Source: an optimization exercise on an open RTL-to-GDS flow (aim: small area, a short achievable clock period and few clock cycles per item). Production flows keep margins and buffers that such runs may drop. Where RTL was checked, it was by simulation tests only, not by an equivalence proof against the original. No activity file was given, so power comes from the tool's default toggle rates.

==> v24 <==
## mmio_region_table_decoder_core
module mmio_region_table_decoder_core #(
  parameter int MAX_REGIONS = 16
) (
  input  logic                clk_i,
  input  logic                rst_ni,
  input  logic                s_axis_tvalid_i,
  output logic                s_axis_tready_o,
  input  logic [InDataW-1:0]  s_axis_tdata_i,
  output logic                m_axis_tvalid_o,
  input  logic                m_axis_tready_i,
  output logic [OutDataW-1:0] m_axis_tdata_o
);
Settings: LEC_CHECK=0, CAP_MARGIN=20, CORE_MARGIN=2, CORE_UTILIZATION=40, SETUP_SLACK_MARGIN=3.5, SLEW_MARGIN=20; clock period 7.0 ns.
run.sh (not shown) runs the stock make flow with config.mk's settings and CLKGATE_MAP_FILE= SYNTH_SCRIPT=/design/flow/synth_recipe.tcl, a recipe that flattens the netlist after the stock synthesis.
==> inputs of v20, as changes to v24 <==
--- a/flow/design.v
+++ b/flow/design.v
@@ -97,65 +97,62 @@
   logic         b_reg;                     
   logic         s_ready_q;                 
   assign c_adv           = c_valid_q && !ot_valid_q;
   assign b2c             = b_valid_q && !b_first && (!c_valid_q || (!ot_valid_q && !b_reg));
   assign s_axis_tready_o = s_ready_q;
   logic [1:0]          b_op_q;
   logic [AddrW-1:0]    b_opd_q;    
   logic [AddrW-1:0]    b_oth_q;    
+  logic [AddrW-1:0]    b_key_q;    
   logic [HandlerW-1:0] b_hdl_q;
   logic                b_rd_q, b_wr_q;
   logic                b_ph_q;     
   logic                in_reg;
   assign in_reg = (s_axis_tdata_i[1:0] == OP_REGISTER);
   always_ff @(posedge clk_i) begin
     if (s_axis_tready_o) begin
       b_ph_q  <= 1'b0;
       b_op_q  <= s_axis_tdata_i[1:0];
       b_opd_q <= in_reg ? s_axis_tdata_i[129:66] : s_axis_tdata_i[65:2];
       b_oth_q <= in_reg ? s_axis_tdata_i[65:2] : s_axis_tdata_i[129:66];
+      b_key_q <= s_axis_tdata_i[65:2];
       b_hdl_q <= s_axis_tdata_i[137:130];
       b_rd_q  <= s_axis_tdata_i[138];
       b_wr_q  <= s_axis_tdata_i[139];
     end else begin
       b_ph_q  <= 1'b1;
       if (b_first) begin
         b_opd_q <= b_oth_q;
         b_oth_q <= b_opd_q;
       end
     end
   end
   assign b_reg   = (b_op_q == OP_REGISTER);
   assign b_first = b_reg && !b_ph_q;
   logic [N-1:0] new_slot;
   logic         table_full;
-  assign table_full = &valid_q;
-  always_comb begin
-    for (int i = 0; i < N; i++) begin
-      new_slot[i] = !valid_q[i];
-      for (int j = 0; j < i; j++) begin
-        new_slot[i] &= valid_q[j];
-      end
-    end
-  end
+  assign table_full = valid_q[N-1];
+  assign new_slot   = ~valid_q & {valid_q[N-2:0], 1'b1};
   logic [RegionW-1:0] region [N];
   logic [N-1:0]       cmp_below, cmp_ltend;
+  logic               slot_we;
+  assign slot_we = !(c_valid_q && c_op_q == OP_REGISTER);
   for (genvar g = 0; g < N; g++) begin : g_cell
     mrtd_cell #(
       .AddrW    (AddrW),
       .HandlerW (HandlerW),
       .RegionW  (RegionW)
     ) u_cell (
       .clk_i             (clk_i),
-      .we_i              (b2c && b_reg && new_slot[g]),
-      .wdata_i           ({b_opd_q, b_oth_q, b_hdl_q, b_rd_q, b_wr_q}),
+      .we_i              (slot_we && new_slot[g]),
+      .wdata_i           ({b_key_q, b_oth_q, b_hdl_q, b_rd_q, b_wr_q}),
       .cmp_le_i          (!b_reg),
       .opd_i             (b_opd_q),
-      .key_i             (b_opd_q),
+      .key_i             (b_key_q),
       .region_o          (region[g]),
       .below_o           (cmp_below[g]),
       .key_lt_end_o      (cmp_ltend[g])
     );
   end
   logic [N-1:0] f_below_q, f_ltend_q, f_blne_q;
   logic [N-1:0] t_blne_q;          
   always_ff @(posedge clk_i) begin
@@ -190,39 +187,33 @@
           lo_nb |= above_q[j][i] && nb[j];
         end
       end
       is_left[i]  = bl[i] && !hi_bl;
       is_right[i] = nb[i] && !lo_nb;
     end
   end
   always_ff @(posedge clk_i) begin
-    if (c_adv && c_op_q == OP_REGISTER) begin
-      for (int i = 0; i < N; i++) begin
-        for (int j = i + 1; j < N; j++) begin
-          if (new_slot[j]) begin
-            above_q[i][j] <= bl[i];
-          end else if (new_slot[i]) begin
-            above_q[i][j] <= !bl[j];
-          end
+    for (int j = 1; j < N; j++) begin
+      if (new_slot[j]) begin
+        for (int i = 0; i < j; i++) begin
+          above_q[i][j] <= bl[i];
         end
       end
     end
   end
   logic [SlotW-1:0] rank_q [N];
   logic [SlotW-1:0] ins_pos;
   logic             do_insert;
   always_ff @(posedge clk_i) begin
-    if (c_adv && do_insert) begin
-      for (int i = 0; i < N; i++) begin
-        if (new_slot[i]) begin
-          rank_q[i] <= ins_pos;
-        end else if (nb[i]) begin
-          rank_q[i] <= rank_q[i] + SlotW'(1);
-        end
+    for (int i = 0; i < N; i++) begin
+      if (new_slot[i]) begin
+        rank_q[i] <= ins_pos;
+      end else if (c_adv && do_insert && nb[i]) begin
+        rank_q[i] <= rank_q[i] + SlotW'(1);
       end
     end
   end
   logic                any_left;   
   logic [SlotW-1:0]    l_rank;     
   logic                left_hit;   
   logic                right_hit;  
   logic                l_rd, l_wr;
@@ -315,17 +306,17 @@
       s_ready_q <= s_ready_n;
       b_valid_q <= b_valid_n;
       if (b2c) begin
         c_valid_q <= 1'b1;
       end else if (c_adv) begin
         c_valid_q <= 1'b0;
       end
       if (c_adv && do_insert) begin
-        valid_q <= valid_q | new_slot;
+        valid_q <= {valid_q[N-2:0], 1'b1};
       end
       if (!oh_valid_q || pop) begin
         oh_valid_q <= ot_valid_q || c_adv;
         ot_valid_q <= 1'b0;
       end else if (c_adv) begin
         ot_valid_q <= 1'b1;
       end
     end
CORE_UTILIZATION = 65   (was 40)
CTS_CLUSTER_DIAMETER = 100   (was default)
CTS_CLUSTER_SIZE = 24   (was default)
==> summary.md <==
| Metric | Value |
|---|---|
| Via Count | `92,606` |
| Met1 Usage GRT | `57.1%` |
| Run status | `timing/DRC/antenna clean` |
| Area of the multi-input gates | `0.0433 sq mm` |
| Count of clock tree sinks | `2,714` |
| Termination of the worst setup path | `t_blne_q[14]` |
| Transition at the pin with the smallest max-transition slack | `1.35 ns` |
| Clock buffers created by TritonCTS | `132` |
| Final period demand of the worst path | `3.56 ns` |
| Share of total power in the clock network | `18.1%` |
Source of the figures above: v20

==> summary.md <==
| Metric | Value |
|---|---|
| Via density per instance | `6.37` |
| Transition at the pin with the smallest max-transition slack | `1.24 ns` |
| Share of synthesized area occupied by flip-flops and latches | `63.6%` |
| Met1 Usage GRT | `38.6%` |
| Setup repair after global routing missed its margin | `true` |
| Share of the clock period used by the worst path | `54.8%` |
| Share of total power in the clock network | `29.7%` |
| Clock buffers created by TritonCTS | `296` |
| Run status | `timing/DRC/antenna clean` |
| Via Count | `94,156` |
| Count of clock tree sinks | `2,650` |
Source of the figures above: v24

Testbench counts of v24, summed over its fixed seeds: cycles 5,224, items 4,928.
Testbench counts of v20, summed over its fixed seeds: cycles 5,224, items 4,928.

==> inputs of job 7391 <==
Another version of the RTL of mmio_region_table_decoder_core (not shown whole).
// mmio_region_table_decoder_core
module mmio_region_table_decoder_core #(
  parameter int MAX_REGIONS = 16
) (
  input  logic                clk_i,
  input  logic                rst_ni,
  input  logic                s_axis_tvalid_i,
  output logic                s_axis_tready_o,
  input  logic [InDataW-1:0]  s_axis_tdata_i,
  output logic                m_axis_tvalid_o,
  input  logic                m_axis_tready_i,
  output logic [OutDataW-1:0] m_axis_tdata_o
);
Settings: LEC_CHECK=0, CAP_MARGIN=20, CORE_MARGIN=2, CORE_UTILIZATION=65, CTS_CLUSTER_DIAMETER=100, CTS_CLUSTER_SIZE=30, SETUP_SLACK_MARGIN=3.5, SLEW_MARGIN=20; clock period 7.0 ns.
==> inputs of job 6609, as changes to job 7391 <==
- CORE_UTILIZATION: 65 -> 60
- CTS_CLUSTER_DIAMETER: 100 -> default
- CTS_CLUSTER_SIZE: 30 -> default
==> notes <==
Job 6609 passed the timing, DRC and antenna checks. Job 7391 ran to the end with no violations.
Against job 6609, the count of clock-buffer cells in the layout of job 7391 is lower by 254.
In job 7391 the first-iteration DRC count is higher than in job 6609, by about 15%.
Of job 7391 and job 6609, job 6609 has the higher power (gap 12%, measured against job 6609).
In job 6609 the critical path depth is lower than in job 7391, by 1.
Core utilization: job 7391 is higher than job 6609 (2.1 points).
==> figures <==
quantity                                                              job 7391                   job 6609
Switching fraction of total power                                       38.71%                     36.47%
Logic depth of the worst setup path including buffers                       12                         11
Critical Path Source                                      b_opd_q[8]$_DFFE_PP_      b_opd_q[16]$_DFFE_PP_
Data required time of the critical path                                7.57 ns                    7.74 ns
Nonclk buf count                                                           869                        860
Number of logic inverters in the finished layout                           477                        481
First-pass GRT wire length                                            602.9 mm                   624.2 mm
Outcome                                               timing/DRC/antenna clean   timing/DRC/antenna clean
Crit-path slowest cell                                 sky130_fd_sc_hd__nor3_4  sky130_fd_sc_hd__o211ai_1
Worst Hold Endpoint                                      f_blne_q[2]$_DFFE_PP_      f_blne_q[6]$_DFFE_PP_
Logic pwr share                                                          38.4%                      34.0%
Critical Path Fanout Max                                                     7                          6
Testbench counts of job 7391, summed over its fixed seeds: cycles 5,224, items 4,928.
Testbench counts of job 6609, summed over its fixed seeds: cycles 5,224, items 4,928.

==> inputs of run a <==
mmio_region_table_decoder_core, a different RTL version from the one above (not shown whole).
Design mmio_region_table_decoder_core, start of the top module:
module mmio_region_table_decoder_core #(
  parameter int MAX_REGIONS = 16
) (
  input  logic                clk_i,
  input  logic                rst_ni,
  input  logic                s_axis_tvalid_i,
  output logic                s_axis_tready_o,
  input  logic [InDataW-1:0]  s_axis_tdata_i,
  output logic                m_axis_tvalid_o,
  input  logic                m_axis_tready_i,
  output logic [OutDataW-1:0] m_axis_tdata_o
);
  localparam int N    = MAX_REGIONS;
  localparam int CntW = $clog2(MAX_REGIONS + 1);
  localparam int ResW = OutDataW - 1;
  logic         b_valid_q, c_valid_q;
  logic         oh_valid_q, ot_valid_q;    
  logic [N-1:0] valid_q;                   
  logic [1:0]   c_op_q;
  logic         c_adv;                     
  logic         b2c;                       
  logic         b_first;                   
  logic         b_reg;                     
  logic         s_ready_q;                 
  assign c_adv           = c_valid_q && !ot_valid_q;
  assign b2c             = b_valid_q && !b_first && (!c_valid_q || (!ot_valid_q && !b_reg));
  assign s_axis_tready_o = s_ready_q;
  logic [1:0]          b_op_q;
  logic [AddrW-1:0]    b_opd_q;    
  logic [AddrW-1:0]    b_oth_q;    
  logic [HandlerW-1:0] b_hdl_q;
  logic                b_rd_q, b_wr_q;
  logic                b_ph_q;     
  logic                in_reg;
  assign in_reg = (s_axis_tdata_i[1:0] == OP_REGISTER);
  always_ff @(posedge clk_i) begin
    if (s_axis_tready_o) begin
      b_ph_q  <= 1'b0;
      b_op_q  <= s_axis_tdata_i[1:0];
      b_opd_q <= in_reg ? s_axis_tdata_i[129:66] : s_axis_tdata_i[65:2];
      b_oth_q <= in_reg ? s_axis_tdata_i[65:2] : s_axis_tdata_i[129:66];
      b_hdl_q <= s_axis_tdata_i[137:130];
      b_rd_q  <= s_axis_tdata_i[138];
      b_wr_q  <= s_axis_tdata_i[139];
    end else begin
      b_ph_q  <= 1'b1;
      if (b_first) begin
        b_opd_q <= b_oth_q;
        b_oth_q <= b_opd_q;
      end
    end
  end
  assign b_reg   = (b_op_q == OP_REGISTER);
  assign b_first = b_reg && !b_ph_q;
  logic [N-1:0] new_slot;
  logic         table_full;
  assign table_full = valid_q[N-1];
  assign new_slot   = ~valid_q & {valid_q[N-2:0], 1'b1};
  logic [RegionW-1:0] region [N];
  logic [N-1:0]       cmp_below, cmp_ltend;
  ...
export LEC_CHECK = 0
export CAP_MARGIN = 20
export CORE_MARGIN = 2
export CORE_UTILIZATION = 60
export SETUP_SLACK_MARGIN = 3.5
export SLEW_MARGIN = 20
create_clock -name core_clock -period 7.0 [get_ports {clk_i}]
==> run b: changes against run a <==
--- a/flow/design.v
+++ b/flow/design.v
@@ -99,23 +99,25 @@
   assign c_adv           = c_valid_q && !ot_valid_q;
   assign b2c             = b_valid_q && !b_first && (!c_valid_q || (!ot_valid_q && !b_reg));
   assign s_axis_tready_o = s_ready_q;
   logic [1:0]          b_op_q;
   logic [AddrW-1:0]    b_opd_q;    
   logic [AddrW-1:0]    b_oth_q;    
+  logic [AddrW-1:0]    b_key_q;    
   logic [HandlerW-1:0] b_hdl_q;
   logic                b_rd_q, b_wr_q;
   logic                b_ph_q;     
   logic                in_reg;
   assign in_reg = (s_axis_tdata_i[1:0] == OP_REGISTER);
   always_ff @(posedge clk_i) begin
     if (s_axis_tready_o) begin
       b_ph_q  <= 1'b0;
       b_op_q  <= s_axis_tdata_i[1:0];
       b_opd_q <= in_reg ? s_axis_tdata_i[129:66] : s_axis_tdata_i[65:2];
       b_oth_q <= in_reg ? s_axis_tdata_i[65:2] : s_axis_tdata_i[129:66];
+      b_key_q <= s_axis_tdata_i[65:2];
       b_hdl_q <= s_axis_tdata_i[137:130];
       b_rd_q  <= s_axis_tdata_i[138];
       b_wr_q  <= s_axis_tdata_i[139];
     end else begin
       b_ph_q  <= 1'b1;
       if (b_first) begin
@@ -129,24 +131,26 @@
   logic [N-1:0] new_slot;
   logic         table_full;
   assign table_full = valid_q[N-1];
   assign new_slot   = ~valid_q & {valid_q[N-2:0], 1'b1};
   logic [RegionW-1:0] region [N];
   logic [N-1:0]       cmp_below, cmp_ltend;
+  logic               slot_we;
+  assign slot_we = !(c_valid_q && c_op_q == OP_REGISTER);
   for (genvar g = 0; g < N; g++) begin : g_cell
     mrtd_cell #(
       .AddrW    (AddrW),
       .HandlerW (HandlerW),
       .RegionW  (RegionW)
     ) u_cell (
       .clk_i             (clk_i),
-      .we_i              (b2c && b_reg && new_slot[g]),
-      .wdata_i           ({b_opd_q, b_oth_q, b_hdl_q, b_rd_q, b_wr_q}),
+      .we_i              (slot_we && new_slot[g]),
+      .wdata_i           ({b_key_q, b_oth_q, b_hdl_q, b_rd_q, b_wr_q}),
       .cmp_le_i          (!b_reg),
       .opd_i             (b_opd_q),
-      .key_i             (b_opd_q),
+      .key_i             (b_key_q),
       .region_o          (region[g]),
       .below_o           (cmp_below[g]),
       .key_lt_end_o      (cmp_ltend[g])
     );
   end
   logic [N-1:0] f_below_q, f_ltend_q, f_blne_q;
@@ -186,30 +190,28 @@
       is_left[i]  = bl[i] && !hi_bl;
       is_right[i] = nb[i] && !lo_nb;
     end
   end
   always_ff @(posedge clk_i) begin
     for (int j = 1; j < N; j++) begin
-      if (c_adv && c_op_q == OP_REGISTER && new_slot[j]) begin
+      if (new_slot[j]) begin
         for (int i = 0; i < j; i++) begin
           above_q[i][j] <= bl[i];
         end
       end
     end
   end
   logic [SlotW-1:0] rank_q [N];
   logic [SlotW-1:0] ins_pos;
   logic             do_insert;
   always_ff @(posedge clk_i) begin
-    if (c_adv && do_insert) begin
-      for (int i = 0; i < N; i++) begin
-        if (new_slot[i]) begin
-          rank_q[i] <= ins_pos;
-        end else if (nb[i]) begin
-          rank_q[i] <= rank_q[i] + SlotW'(1);
-        end
+    for (int i = 0; i < N; i++) begin
+      if (new_slot[i]) begin
+        rank_q[i] <= ins_pos;
+      end else if (c_adv && do_insert && nb[i]) begin
+        rank_q[i] <= rank_q[i] + SlotW'(1);
       end
     end
   end
   logic                any_left;   
   logic [SlotW-1:0]    l_rank;     
   logic                left_hit;   
CORE_UTILIZATION = 70   (was 60)
CTS_CLUSTER_DIAMETER = 100   (was unset)
CTS_CLUSTER_SIZE = 24   (was unset)
==> run c: changes against run a <==
--- a/flow/design.v
+++ b/flow/design.v
@@ -99,23 +99,25 @@
   assign c_adv           = c_valid_q && !ot_valid_q;
   assign b2c             = b_valid_q && !b_first && (!c_valid_q || (!ot_valid_q && !b_reg));
   assign s_axis_tready_o = s_ready_q;
   logic [1:0]          b_op_q;
   logic [AddrW-1:0]    b_opd_q;    
   logic [AddrW-1:0]    b_oth_q;    
+  logic [AddrW-1:0]    b_key_q;    
   logic [HandlerW-1:0] b_hdl_q;
   logic                b_rd_q, b_wr_q;
   logic                b_ph_q;     
   logic                in_reg;
   assign in_reg = (s_axis_tdata_i[1:0] == OP_REGISTER);
   always_ff @(posedge clk_i) begin
     if (s_axis_tready_o) begin
       b_ph_q  <= 1'b0;
       b_op_q  <= s_axis_tdata_i[1:0];
       b_opd_q <= in_reg ? s_axis_tdata_i[129:66] : s_axis_tdata_i[65:2];
       b_oth_q <= in_reg ? s_axis_tdata_i[65:2] : s_axis_tdata_i[129:66];
+      b_key_q <= s_axis_tdata_i[65:2];
       b_hdl_q <= s_axis_tdata_i[137:130];
       b_rd_q  <= s_axis_tdata_i[138];
       b_wr_q  <= s_axis_tdata_i[139];
     end else begin
       b_ph_q  <= 1'b1;
       if (b_first) begin
@@ -129,24 +131,26 @@
   logic [N-1:0] new_slot;
   logic         table_full;
   assign table_full = valid_q[N-1];
   assign new_slot   = ~valid_q & {valid_q[N-2:0], 1'b1};
   logic [RegionW-1:0] region [N];
   logic [N-1:0]       cmp_below, cmp_ltend;
+  logic               slot_we;
+  assign slot_we = !(c_valid_q && c_op_q == OP_REGISTER);
   for (genvar g = 0; g < N; g++) begin : g_cell
     mrtd_cell #(
       .AddrW    (AddrW),
       .HandlerW (HandlerW),
       .RegionW  (RegionW)
     ) u_cell (
       .clk_i             (clk_i),
-      .we_i              (b2c && b_reg && new_slot[g]),
-      .wdata_i           ({b_opd_q, b_oth_q, b_hdl_q, b_rd_q, b_wr_q}),
+      .we_i              (slot_we && new_slot[g]),
+      .wdata_i           ({b_key_q, b_oth_q, b_hdl_q, b_rd_q, b_wr_q}),
       .cmp_le_i          (!b_reg),
       .opd_i             (b_opd_q),
-      .key_i             (b_opd_q),
+      .key_i             (b_key_q),
       .region_o          (region[g]),
       .below_o           (cmp_below[g]),
       .key_lt_end_o      (cmp_ltend[g])
     );
   end
   logic [N-1:0] f_below_q, f_ltend_q, f_blne_q;
@@ -186,30 +190,28 @@
       is_left[i]  = bl[i] && !hi_bl;
       is_right[i] = nb[i] && !lo_nb;
     end
   end
   always_ff @(posedge clk_i) begin
     for (int j = 1; j < N; j++) begin
-      if (c_adv && c_op_q == OP_REGISTER && new_slot[j]) begin
+      if (new_slot[j]) begin
         for (int i = 0; i < j; i++) begin
           above_q[i][j] <= bl[i];
         end
       end
     end
   end
   logic [SlotW-1:0] rank_q [N];
   logic [SlotW-1:0] ins_pos;
   logic             do_insert;
   always_ff @(posedge clk_i) begin
-    if (c_adv && do_insert) begin
-      for (int i = 0; i < N; i++) begin
-        if (new_slot[i]) begin
-          rank_q[i] <= ins_pos;
-        end else if (nb[i]) begin
-          rank_q[i] <= rank_q[i] + SlotW'(1);
-        end
+    for (int i = 0; i < N; i++) begin
+      if (new_slot[i]) begin
+        rank_q[i] <= ins_pos;
+      end else if (c_adv && do_insert && nb[i]) begin
+        rank_q[i] <= rank_q[i] + SlotW'(1);
       end
     end
   end
   logic                any_left;   
   logic [SlotW-1:0]    l_rank;     
   logic                left_hit;   
CORE_UTILIZATION = 65   (was 60)
CTS_CLUSTER_DIAMETER = 100   (was unset)
CTS_CLUSTER_SIZE = 24   (was unset)
SETUP_SLACK_MARGIN = 3.3   (was 3.5)
==> impl_metrics.env <==
export IMPL_die_w_um=445
export IMPL_antenna_found_initial=26
export IMPL_status="timing/DRC/antenna clean"
export IMPL_hold_start="t_blne_q[11]"
export IMPL_sh_seq_area=0.587
export IMPL_cts_buffer_depth=3
export IMPL_grt_use_total=0.421
[end of results for run c]
==> impl_metrics.env <==
export IMPL_status="timing/DRC/antenna clean"
export IMPL_hold_start="t_blne_q[15]"
export IMPL_cts_buffer_depth=3
export IMPL_die_w_um=429
[end of results for run b]
==> impl_metrics.env <==
export IMPL_die_w_um=459
export IMPL_cts_buffer_depth=4
export IMPL_grt_use_total=0.405
export IMPL_status="timing/DRC/antenna clean"
export IMPL_antenna_found_initial=14
export IMPL_sh_seq_area=0.542
[end of results for run a]
Testbench counts of run b, summed over its fixed seeds: cycles 5,224, items 4,928.
Testbench counts of run c, summed over its fixed seeds: cycles 5,224, items 4,928.
Only the layout flow was run in run a; the RTL was not checked for function there.

-- re-timing with driven ports --
In the flow no input, the clock included, has a driving cell. The finished layouts below were timed again as built, in two steps.
Step 1 (the two cells are an assumption about what drives the block):
set clk [get_ports {clk_i}]
set_driving_cell -lib_cell sky130_fd_sc_hd__clkbuf_16 $clk
set_driving_cell -lib_cell sky130_fd_sc_hd__buf_2 [delete_from_list [all_inputs] $clk]
Step 2 moves the port delays by t, midway between the first and last clock arrival at a register: inputs arrive t later, outputs are due t later. That takes back most of the time a late clock gives input paths.
Three values: ideal ports, drivers, drivers and shift; two values: the first two.
run	t (ns)	setup WS [ns]	worst setup path at the end
v24	1.035	3.167 / 3.167 / 2.799	input to register
v20	0.915	3.440 / 3.440 / 3.050	input to register
job 7391	0.905	3.262 / 3.262 / 2.831	input to register
job 6609	1.024	3.254 / 3.254 / 2.791	input to register
run a	1.020	3.249 / 3.249 / 2.763	input to register
run b	0.935	3.410 / 3.410 / 2.937	input to register
run c	0.918	3.156 / 3.156 / 2.973	input to register
After both steps setup and hold are still met in every run listed. The setup slack of run a, which loses most, moves by 0.000 ns with the drivers and by -0.486 ns with both steps.
